From an optimization exercise on the open Yosys and OpenROAD flow, aimed at small area, a short achievable clock period and few clock cycles per item; shortcuts taken in it are not production practice. In this exercise RTL edits were held to simulation tests only and were not proved equivalent to the original. No activity file was given, so power comes from the tool's default toggle rates.

the previous run:
## rational_arithmetic_unit
module rational_arithmetic_unit (
   input  logic        clock,
   input  logic        reset,
   input  logic        req_valid,
   output logic        req_ready,
   input  logic [2:0]  req_op,
   input  logic [31:0] req_a_num,
   input  logic [31:0] req_a_den,
   input  logic [31:0] req_b_num,
   input  logic [31:0] req_b_den,
   output logic        rsp_valid,
   input  logic        rsp_ready,
   output logic [31:0] rsp_res_num,
   output logic [30:0] rsp_res_den,
   output logic        rsp_less,
   output logic        rsp_greater,
   output logic        rsp_equal,
   output logic        rsp_zero_den,
   output logic        rsp_overflow
);
For scale: roughly 5100 cells after synthesis, ~430 flip-flops, about 210 I/O pins.
clock: 7.0 ns
lec_check: 0
cap_margin: 20
core_margin: 2
core_utilization: 40
cts_buf_list: sky130_fd_sc_hd__clkbuf_8
setup_slack_margin: 3.2
slew_margin: 20
run.sh (not shown) runs the stock make flow with config.mk's settings and CLKGATE_MAP_FILE= SYNTH_SCRIPT=/design/flow/synth_recipe.tcl, a recipe that flattens the netlist after the stock synthesis.
Testbench counts of the previous run, summed over its fixed seeds: cycles 31,150, items 2,400.
What the current run does differently from the previous run at the input level:
-- flow/design.v --
<<< the previous run, line 315
   assign x_mag = bx_ff[31] ? -bx_ff : bx_ff;
   assign y_mag = by_ff[31] ? -by_ff : by_ff;
   logic [31:0] su, sv;
   logic [3:0]  pu, pv;
   assign su = g_take ? x_mag : u_ff;
   assign sv = g_take ? y_mag : v_ff;
   assign pu = g_take ? bx_ff[3:0] : u_ff[3:0];    
   assign pv = g_take ? by_ff[3:0] : v_ff[3:0];
   logic        g_uodd, g_vodd, g_both, g_done, g_usel, g_vsel, g_shac, g_shbd, g_adda, g_addb;
   logic [3:0]  g_x;
   logic [31:0] g_u, g_v, g_a, g_b, g_c, g_d;
   logic [1:0]  g_t;          
   assign g_uodd = pu[0];
   assign g_vodd = pv[0];
   assign g_both = g_uodd && g_vodd;
   assign g_done = g_both && uv_eq;
   assign g_x    = g_both ? d1[3:0] : (!g_uodd && !g_vodd) ? (pu | pv)
                 : !g_uodd ? pu : pv;
   assign g_t    = g_x[1] ? 2'd0 : g_x[2] ? 2'd1 : g_x[3] ? 2'd2 : 2'd3;
   assign g_usel = g_both ? !d1[32] : !g_uodd;
>>> the current run, line 315
   assign x_mag = bx_ff[31] ? -bx_ff : bx_ff;
   assign y_mag = by_ff[31] ? -by_ff : by_ff;
   logic        g_uodd, g_vodd, g_both, g_done, g_usel, g_vsel, g_shac, g_shbd, g_adda, g_addb;
   logic [31:0] g_x, g_u, g_v, g_a, g_b, g_c, g_d;
   logic [1:0]  g_t;          
   assign g_uodd = u_ff[0];
   assign g_vodd = v_ff[0];
   assign g_both = g_uodd && g_vodd;
   assign g_done = g_both && uv_eq;
   assign g_x    = g_both ? d1[31:0] : (!g_uodd && !g_vodd) ? (u_ff | v_ff)
                 : !g_uodd ? u_ff : v_ff;
   assign g_t    = g_x[1] ? 2'd0 : g_x[2] ? 2'd1 : g_x[3] ? 2'd2 : 2'd3;
   assign g_usel = g_both ? !d1[32] : !g_uodd;
<<< the previous run, line 338
   assign g_adda = g_both &&  d1[32];
   assign g_addb = g_both && !d1[32];
   assign g_u    = {1'b0, (g_both ? d1[31:1] : su[31:1])} >> g_t;
   assign g_v    = {1'b0, (g_both ? d2[31:1] : sv[31:1])} >> g_t;
   assign g_a    = {a_ff[30:0], 1'b0} << g_t;
   assign g_b    = {b_ff[30:0], 1'b0} << g_t;
>>> the current run, line 331
   assign g_adda = g_both &&  d1[32];
   assign g_addb = g_both && !d1[32];
   assign g_u    = {1'b0, (g_both ? d1[31:1] : u_ff[31:1])} >> g_t;
   assign g_v    = {1'b0, (g_both ? d2[31:1] : v_ff[31:1])} >> g_t;
   assign g_a    = {a_ff[30:0], 1'b0} << g_t;
   assign g_b    = {b_ff[30:0], 1'b0} << g_t;
<<< the previous run, line 383
               end else begin
                  sgn_in = bx_ff[31] ^ by_ff[31];
                  u_in   = (!g_uodd) ? g_u : x_mag;
                  v_in   = (!g_vodd) ? g_v : y_mag;
                  a_in   = (g_uodd || !g_vodd) ? 32'd1 : (32'd2 << g_t);
                  if (bx_ff[31] ^ by_ff[31]) a_in = -a_in;
                  b_in   = 32'd0;
                  c_in   = 32'd0;
                  d_in   = (g_vodd || !g_uodd) ? 32'd1 : (32'd2 << g_t);
                  gs_in  = 1'b1;
               end
>>> the current run, line 376
               end else begin
                  sgn_in = bx_ff[31] ^ by_ff[31];
                  u_in   = x_mag;
                  v_in   = y_mag;
                  a_in   = (bx_ff[31] ^ by_ff[31]) ? '1 : 32'd1;
                  b_in   = 32'd0;
                  c_in   = 32'd0;
                  d_in   = 32'd1;
                  gs_in  = 1'b1;
               end
Findings:
Relative to the previous run, the power density normalized to cell area measured on the current run has increased by a few percent. The final worst setup slack on the previous run is in line with that on the current run. Between the previous run and the current run, cell count after synthesis is higher for the previous run, the current run comes in under that. Looking at utilization across the previous run and the current run, the one that comes out higher is the previous run. Run comparison: the previous run worst setup path startpoint dig_ff[1]; the current run worst setup path startpoint req_b_num[31]. [compare] base=the previous run new=the current run: highest attainable clock frequency saw little to no change; fraction of power spent switching nets lower. Any difference in final critical-path required period between the previous run and the current run is small enough to ignore. The previous run consumes more power than the current run.
Testbench counts of the current run, summed over its fixed seeds: cycles 32,307, items 2,400.

-- what the ideal ports hide --
In the flow no input, the clock included, has a driving cell. The finished layouts below were timed again as built, in two steps.
Step 1 (the two cells are an assumption about what drives the block):
set clk [get_ports {clock}]
set_driving_cell -lib_cell sky130_fd_sc_hd__clkbuf_16 $clk
set_driving_cell -lib_cell sky130_fd_sc_hd__buf_2 [delete_from_list [all_inputs] $clk]
Step 2 moves the port delays by t, midway between the first and last clock arrival at a register: inputs arrive t later, outputs are due t later. That takes back most of the time a late clock gives input paths.
a / b / c = no drivers / after step 1 / after step 2; a / b = the first two.
| run | shift t [ns] | slack for setup (ns) | hold slack, ns | worst setup path at the end | cell pins on the clock port's net |
|---|---|---|---|---|---|
| the previous run | 0.806 | 3.212 / 3.212 / 2.438 | 0.433 / 0.433 / 0.433 | input to register | 1 |
| the current run | 0.796 | 3.215 / 3.218 / 2.461 | 0.452 / 0.452 / 0.452 | input to register | 1 |
After both steps every run listed still meets setup and hold. For the previous run, which loses most, drivers alone change the setup slack by 0.000 ns; drivers and shift together by -0.774 ns.
